This design comes from an exercise in tuning for small area on the open sky130 flow, not from production work. The RTL was checked by simulation tests, not by an equivalence proof against the original design.

==> branch cedar: inputs <==
==> flow/design.v <==
package mixer_pkg;
	typedef logic [7:0] color_t;
	typedef logic [15:0] pixel_t;
	typedef logic [127:0] word_t;
	typedef logic [11:0] hcnt_t;
	typedef logic [11:0] vcnt_t;
	typedef logic [11:0] widx_t;
	typedef logic [31:0] beat_t;
	typedef logic [31:0] addr_t;
	typedef logic [8-1:0] backlog_t;
	typedef enum logic [1:0] {
		SEL_NO,
		SEL_PORT0,
		SEL_PORT1
	} port_sel_t;
	typedef enum logic [1:0] {
		ARB_IDLE,
		ARB_POP,
		ARB_SETUP,
		ARB_ACCESS
	} arb_state_t;
endpackage
module pixel_counter (
	input  logic        pclk0,
	input  logic        vrst,
	input  logic        vs,
	input  logic        de,
	output logic [5:0]  hcnt,
	output logic [11:0] vcnt,
	output logic        de_q
);
	logic vs_q;
	always_ff @(posedge pclk0) begin
		if (vrst) begin
			vs_q <= 1'b0;
			de_q <= 1'b0;
			hcnt <= '0;
			vcnt <= '0;
		end else begin
			vs_q <= vs;
			de_q <= de;
			if (de) begin
				hcnt <= hcnt + 1'b1;
			end
			if (vs && !vs_q) begin
				vcnt <= '0;  
			end else if (de_q && !de) begin
				vcnt <= vcnt + 1'b1;
			end
		end
	end
endmodule
module pixel_packer (
	input  logic           pclk0,
	input  logic [7:0]     ir,
	input  logic [7:0]     ig,
	input  logic [7:0]     ib,
	output logic [127:0]   word
);
	logic [15:0]  pix;
	logic [111:0] shreg;
	assign pix  = {ig[7:2], ir[7:3], ib[7:3]};  
	assign word = {pix, shreg};
	always_ff @(posedge pclk0) begin
		shreg <= {pix, shreg[111:16]};
	end
endmodule
module word_fifo (
	input  logic           pclk0,
	input  logic           vrst,
	input  logic           wr,       
	input  logic           push,     
	input  logic [127:0]   word,
	input  logic [11:0]    wvcnt,
	input  logic [2:0]     widx,
	input  logic           rsel,     
	input  logic           pop,
	output logic [127:0]   head_word,
	output logic [11:0]    head_vcnt,
	output logic [2:0]     head_widx,
	output logic           empty,
	output logic           overflow
);
	logic [127:0] mem_word [16];
	logic [11:0]  mem_vcnt [16];
	logic [2:0]   mem_widx [16];
	logic [4:0]   wr_ptr;
	logic [4:0]   rd_ptr;
	logic         full;
	logic         we;
	assign empty = (wr_ptr == rd_ptr);
	assign full  = (wr_ptr[4] != rd_ptr[4]) && (wr_ptr[3:0] == rd_ptr[3:0]);
	assign we = wr && (!full || pop);
	always_ff @(posedge pclk0) begin
		for (int i = 0; i < 16; i++) begin
			if (we && wr_ptr[3:0] == 4'(i)) begin
				mem_word[i] <= word;
				mem_vcnt[i] <= wvcnt;
				mem_widx[i] <= widx;
			end
		end
	end
	always_comb begin
		head_word = '0;
		head_vcnt = '0;
		head_widx = '0;
		for (int i = 0; i < 16; i++) begin
			if (rsel && rd_ptr[3:0] == 4'(i)) begin
				head_word = head_word | mem_word[i];
				head_vcnt = head_vcnt | mem_vcnt[i];
				head_widx = head_widx | mem_widx[i];
			end
		end
	end
	always_ff @(posedge pclk0) begin
		if (vrst) begin
			wr_ptr   <= '0;
			rd_ptr   <= '0;
			overflow <= 1'b0;
		end else begin
			if (push && !full) begin
				wr_ptr <= wr_ptr + 1'b1;
			end
			if (push && full) begin
				overflow <= 1'b1;  
			end
			if (pop && !empty) begin
				rd_ptr <= rd_ptr + 1'b1;
			end
		end
	end
endmodule
module segment_backlog (
	input  logic       pclk0,
	input  logic       vrst,
	input  logic       seg_done,
	input  logic       seg_taken,
	output logic [7:0] backlog
);
	always_ff @(posedge pclk0) begin
		if (vrst) begin
			backlog <= '0;
		end else if (seg_done && !seg_taken) begin
			backlog <= backlog + 1'b1;
		end else if (seg_taken && !seg_done) begin
			backlog <= backlog - 1'b1;
		end
	end
endmodule
module write_arbiter (
	input  logic           pclk0,
	input  logic           vrst,
	input  logic [7:0]     backlog0,
	input  logic [7:0]     backlog1,
	input  logic [127:0]   sel_word,    
	input  logic [11:0]    sel_vcnt,
	input  logic [2:0]     sel_widx,
	input  logic           empty0,
	input  logic           empty1,
	output logic           g,           
	output logic           pop0,
	output logic           pop1,
	output logic           seg_taken0,
	output logic           seg_taken1,
	output logic [31:0]    paddr,
	output logic           psel,
	output logic           penable,
	output logic           pwrite,
	output logic [31:0]    pwdata,
	input  logic           pready,
	input  logic           pslverr,
	output logic           slv_err
);
	logic         st_pop;
	logic [1:0]   beat;
	logic [1:0]   wcnt;
	logic [127:0] cur_word;
	logic [11:0]  cur_vcnt;
	logic [2:0]   cur_widx;
	logic         idle;
	logic         take;
	logic         beat_done;
	logic         word_last;
	logic         seg_last;
	assign idle      = !st_pop && !psel;
	assign take      = st_pop && !(g ? empty1 : empty0);
	assign beat_done = penable && pready;
	assign word_last = beat_done && (beat == 2'd3);
	assign seg_last  = word_last && (wcnt == 2'd3);
	assign pop0 = take && !g;
	assign pop1 = take && g;
	assign seg_taken0 = seg_last && !g;
	assign seg_taken1 = seg_last && g;
	assign pwrite = psel;
	assign paddr  = {11'd0, g, 1'b0, cur_vcnt, cur_widx, beat, 2'b00};
	assign pwdata = cur_word[{beat, 5'd0} +: 32];  
	always_ff @(posedge pclk0) begin
		if (vrst) begin
			st_pop  <= 1'b0;
			psel    <= 1'b0;
			penable <= 1'b0;
			beat    <= '0;
			wcnt    <= '0;
			slv_err <= 1'b0;
		end else begin
			if (beat_done && pslverr) begin
				slv_err <= 1'b1;
			end
			if (beat_done) begin
				beat <= beat + 2'd1;
			end
			if (word_last) begin
				wcnt <= wcnt + 2'd1;
			end
			st_pop  <= (idle && (backlog1 > backlog0 || backlog0 != '0)) ||
			           (st_pop && !take) || (word_last && !seg_last);
			psel    <= take || (psel && !penable) || (penable && !word_last);
			penable <= (psel && !penable) || (penable && !pready);
		end
	end
	always_ff @(posedge pclk0) begin
		if (idle) begin
			g <= (backlog1 > backlog0);  
		end
	end
	always_ff @(posedge pclk0) begin
		if (take) begin
			cur_word <= sel_word;
			cur_vcnt <= sel_vcnt;
			cur_widx <= sel_widx;
		end
	end
endmodule
module mixer_top (
	input  logic              pclk0,
	input  logic              vrst,
	input  logic              vs0,
	input  logic              de0,
	input  mixer_pkg::color_t ir0,
	input  mixer_pkg::color_t ig0,
	input  mixer_pkg::color_t ib0,
	input  logic              vs1,
	input  logic              de1,
	input  mixer_pkg::color_t ir1,
	input  mixer_pkg::color_t ig1,
	input  mixer_pkg::color_t ib1,
	output mixer_pkg::addr_t  paddr,
	output logic              psel,
	output logic              penable,
	output logic              pwrite,
	output mixer_pkg::beat_t  pwdata,
	input  logic              pready,
	input  logic              pslverr,
	output logic              overflow,
	output logic              slv_err
);
	logic [5:0]   hcnt0, hcnt1;
	logic [11:0]  vcnt0, vcnt1;
	logic         de_q0, de_q1;
	logic         wr0, wr1;
	logic         push0, push1;
	logic         seg_done0, seg_done1;
	logic [127:0] word0, word1;
	logic [127:0] head_word0, head_word1;
	logic [11:0]  head_vcnt0, head_vcnt1;
	logic [2:0]   head_widx0, head_widx1;
	logic         empty0, empty1;
	logic         pop0, pop1;
	logic         ovf0, ovf1;
	logic         seg_taken0, seg_taken1;
	logic [7:0]   backlog0, backlog1;
	logic         g;
	assign overflow = ovf0 || ovf1;
	pixel_counter u_cnt0 (.pclk0, .vrst, .vs(vs0), .de(de0), .hcnt(hcnt0), .vcnt(vcnt0), .de_q(de_q0));
	pixel_counter u_cnt1 (.pclk0, .vrst, .vs(vs1), .de(de1), .hcnt(hcnt1), .vcnt(vcnt1), .de_q(de_q1));
	assign wr0       = de0 && (hcnt0[2:0] == 3'd7);
	assign wr1       = de1 && (hcnt1[2:0] == 3'd7);
	assign push0     = de_q0 && (hcnt0[2:0] == 3'd0);
	assign push1     = de_q1 && (hcnt1[2:0] == 3'd0);
	assign seg_done0 = de_q0 && (hcnt0[4:0] == 5'd0);
	assign seg_done1 = de_q1 && (hcnt1[4:0] == 5'd0);
	pixel_packer u_pack0 (.pclk0, .ir(ir0), .ig(ig0), .ib(ib0), .word(word0));
	pixel_packer u_pack1 (.pclk0, .ir(ir1), .ig(ig1), .ib(ib1), .word(word1));
	word_fifo u_fifo0 (
		.pclk0, .vrst, .wr(wr0), .push(push0), .word(word0), .wvcnt(vcnt0), .widx(hcnt0[5:3]),
		.rsel(!g), .pop(pop0),
		.head_word(head_word0), .head_vcnt(head_vcnt0), .head_widx(head_widx0),
		.empty(empty0), .overflow(ovf0)
	);
	word_fifo u_fifo1 (
		.pclk0, .vrst, .wr(wr1), .push(push1), .word(word1), .wvcnt(vcnt1), .widx(hcnt1[5:3]),
		.rsel(g), .pop(pop1),
		.head_word(head_word1), .head_vcnt(head_vcnt1), .head_widx(head_widx1),
		.empty(empty1), .overflow(ovf1)
	);
	segment_backlog u_blog0 (.pclk0, .vrst, .seg_done(seg_done0), .seg_taken(seg_taken0), .backlog(backlog0));
	segment_backlog u_blog1 (.pclk0, .vrst, .seg_done(seg_done1), .seg_taken(seg_taken1), .backlog(backlog1));
	write_arbiter u_arb (
		.pclk0, .vrst, .backlog0, .backlog1,
		.sel_word(head_word0 | head_word1),
		.sel_vcnt(head_vcnt0 | head_vcnt1),
		.sel_widx(head_widx0 | head_widx1),
		.empty0, .empty1, .g, .pop0, .pop1, .seg_taken0, .seg_taken1,
		.paddr, .psel, .penable, .pwrite, .pwdata, .pready, .pslverr, .slv_err
	);
endmodule
==> flow/run.sh <==
#!/bin/bash
# synth_recipe.tcl (not shown) runs the flow's synth.tcl, then flattens the netlist and writes it again
# the make line also repeats each setting of config.mk as NAME=value (left out here)
make -C /OpenROAD-flow-scripts/flow DESIGN_CONFIG=/design/flow/config.mk WORK_HOME=/design/flow/orfs CLKGATE_MAP_FILE= SYNTH_SCRIPT=/design/flow/synth_recipe.tcl finish
==> flow/config.mk <==
export PLATFORM = sky130hd
export DESIGN_NAME = mixer_top
export DESIGN_NICKNAME = mixer_top
export VERILOG_FILES = /design/flow/design.v
export SDC_FILE = /design/flow/constraint.sdc
export NUM_CORES = 4
export LEC_CHECK = 0
export CAP_MARGIN = 20
export CORE_MARGIN = 2
export CORE_UTILIZATION = 40
export SLEW_MARGIN = 20
==> flow/constraint.sdc <==
create_clock -name core_clock -period 10.0 [get_ports {pclk0}]
set_input_delay 2.0000 -clock core_clock [delete_from_list [all_inputs] [get_ports {pclk0}]]
set_output_delay 2.0000 -clock core_clock [all_outputs]
set_load 0.01 [all_outputs]
==> branch harbor: changes against branch cedar <==
==> flow/design.v, changed modules only <==
module word_fifo (
	input  logic           pclk0,
	input  logic           vrst,
	input  logic           wr,       
	input  logic           push,     
	input  logic [127:0]   word,
	input  logic [11:0]    wvcnt,
	input  logic [2:0]     widx,
	input  logic           rsel,     
	input  logic           pop,
	output logic [127:0]   head_word,
	output logic [11:0]    head_vcnt,
	output logic [2:0]     head_widx,
	output logic           empty,
	output logic           overflow
);
	logic [127:0] mem_word [16];
	logic [11:0]  mem_vcnt [16];
	logic [2:0]   mem_widx [16];
	logic [4:0]   wr_ptr;
	logic [4:0]   rd_ptr;
	logic         full;
	logic         we;
	logic [15:0]  rd_oh;     
	assign empty = (wr_ptr == rd_ptr);
	assign full  = (wr_ptr[4] != rd_ptr[4]) && (wr_ptr[3:0] == rd_ptr[3:0]);
	assign we = wr && (!full || pop);
	always_ff @(posedge pclk0) begin
		for (int i = 0; i < 16; i++) begin
			if (we && wr_ptr[3:0] == 4'(i)) begin
				mem_word[i] <= word;
				mem_vcnt[i] <= wvcnt;
				mem_widx[i] <= widx;
			end
		end
	end
	always_comb begin
		head_word = '0;
		head_vcnt = '0;
		head_widx = '0;
		for (int i = 0; i < 16; i++) begin
			if (rsel && rd_oh[i]) begin
				head_word = head_word | mem_word[i];
				head_vcnt = head_vcnt | mem_vcnt[i];
				head_widx = head_widx | mem_widx[i];
			end
		end
	end
	always_ff @(posedge pclk0) begin
		if (vrst) begin
			wr_ptr   <= '0;
			rd_ptr   <= '0;
			rd_oh    <= 16'd1;
			overflow <= 1'b0;
		end else begin
			if (push && !full) begin
				wr_ptr <= wr_ptr + 1'b1;
			end
			if (push && full) begin
				overflow <= 1'b1;  
			end
			if (pop && !empty) begin
				rd_ptr <= rd_ptr + 1'b1;
				rd_oh  <= {rd_oh[14:0], rd_oh[15]};
			end
		end
	end
endmodule
CORE_UTILIZATION = 65   (was 40)
CTS_CLUSTER_DIAMETER = 60   (was not set)
CTS_CLUSTER_SIZE = 30   (was not set)
==> branch amber: changes against branch cedar <==
==> flow/design.v, changed modules only <==
module word_fifo (
	input  logic           pclk0,
	input  logic           vrst,
	input  logic           wr,       
	input  logic           push,     
	input  logic [127:0]   word,
	input  logic [11:0]    wvcnt,
	input  logic [2:0]     widx,
	input  logic           rsel,     
	input  logic           pop,
	output logic [127:0]   head_word,
	output logic [11:0]    head_vcnt,
	output logic [2:0]     head_widx,
	output logic           empty,
	output logic           overflow
);
	logic [127:0] mem_word [16];
	logic [11:0]  mem_vcnt [16];
	logic [2:0]   mem_widx [16];
	logic [4:0]   wr_ptr;
	logic [4:0]   rd_ptr;
	logic         full;
	logic         we;
	logic [15:0]  rd_oh;     
	assign empty = (wr_ptr == rd_ptr);
	assign full  = (wr_ptr[4] != rd_ptr[4]) && (wr_ptr[3:0] == rd_ptr[3:0]);
	assign we = wr && (!full || pop);
	always_ff @(posedge pclk0) begin
		for (int i = 0; i < 16; i++) begin
			if (we && wr_ptr[3:0] == 4'(i)) begin
				mem_word[i] <= word;
				mem_vcnt[i] <= wvcnt;
				mem_widx[i] <= widx;
			end
		end
	end
	always_comb begin
		head_word = '0;
		head_vcnt = '0;
		head_widx = '0;
		for (int i = 0; i < 16; i++) begin
			if (rsel && rd_oh[i]) begin
				head_word = head_word | mem_word[i];
				head_vcnt = head_vcnt | mem_vcnt[i];
				head_widx = head_widx | mem_widx[i];
			end
		end
	end
	always_ff @(posedge pclk0) begin
		if (vrst) begin
			wr_ptr   <= '0;
			rd_ptr   <= '0;
			rd_oh    <= 16'd1;
			overflow <= 1'b0;
		end else begin
			if (push && !full) begin
				wr_ptr <= wr_ptr + 1'b1;
			end
			if (push && full) begin
				overflow <= 1'b1;  
			end
			if (pop && !empty) begin
				rd_ptr <= rd_ptr + 1'b1;
				rd_oh  <= {rd_oh[14:0], rd_oh[15]};
			end
		end
	end
endmodule
CORE_UTILIZATION = 85   (was 40)
CTS_CLUSTER_DIAMETER = 60   (was not set)
CTS_CLUSTER_SIZE = 30   (was not set)
PLACE_DENSITY = 0.9   (was not set)
==> run notes <==
largest net degree at the start of global routing 106; compound-cell area share of the yosys netlist 10.9%; Post-Synth Adder-Cell Area 0.317%; outcome stopped before the end; Synth cell types 61; Num CTS Buffers 209; Starting Density 85.4%; share of the synthesized area in the top cell type 79.4%; Fail Step 5_1_grt; gpl congestion 0.872; Err [ERROR GRT-0228] Horizontal edge usage exceeds the maximum allowed. (50, 23) usage=65535 limit=3200; Longest Clk Path Bufs 3
(the above is from branch amber)
==> run notes <==
largest net degree at the start of global routing 97; outcome complete, no violations; Starting Density 40.1%; Synth cell types 72; compound-cell area share of the yosys netlist 9.93%; Longest Clk Path Bufs 4; share of the synthesized area in the top cell type 78.9%; Num CTS Buffers 476
(the above is from branch cedar)
==> run notes <==
outcome complete, no violations; largest net degree at the start of global routing 97; compound-cell area share of the yosys netlist 10.9%; gpl congestion 0.838; Num CTS Buffers 278; Synth cell types 61; share of the synthesized area in the top cell type 79.4%; Longest Clk Path Bufs 4; Starting Density 65.3%
(the above is from branch harbor)

-- static timing again, ports no longer ideal --
Ports are ideal in the flow. The routed layouts listed here were re-timed in OpenROAD.
Step 1 (the two cells are an assumption about what drives the block):
set clk [get_ports {pclk0}]
set_driving_cell -lib_cell sky130_fd_sc_hd__clkbuf_16 $clk
set_driving_cell -lib_cell sky130_fd_sc_hd__buf_2 [delete_from_list [all_inputs] $clk]
Step 2 moves the port delays by t, midway between the first and last clock arrival at a register: inputs arrive t later, outputs are due t later. That takes back most of the time a late clock gives input paths.
Three values: ideal ports, drivers, drivers and shift; two values: the first two.
run	t, ns	setup slack, ns	latest minus earliest clock arrival (ns)	worst register clock-pin slew, ns	cell pins on the clock port's net
branch cedar	1.132	3.836 / 3.708 / 3.755	0.079 / 0.079	0.07 / 0.07	1
branch harbor	1.045	3.896 / 3.789 / 3.977	0.056 / 0.056	0.11 / 0.11	1
After both steps setup and hold are still met in every run listed. For branch cedar, which loses most, drivers alone change the setup slack by -0.128 ns; drivers and shift together by -0.081 ns.
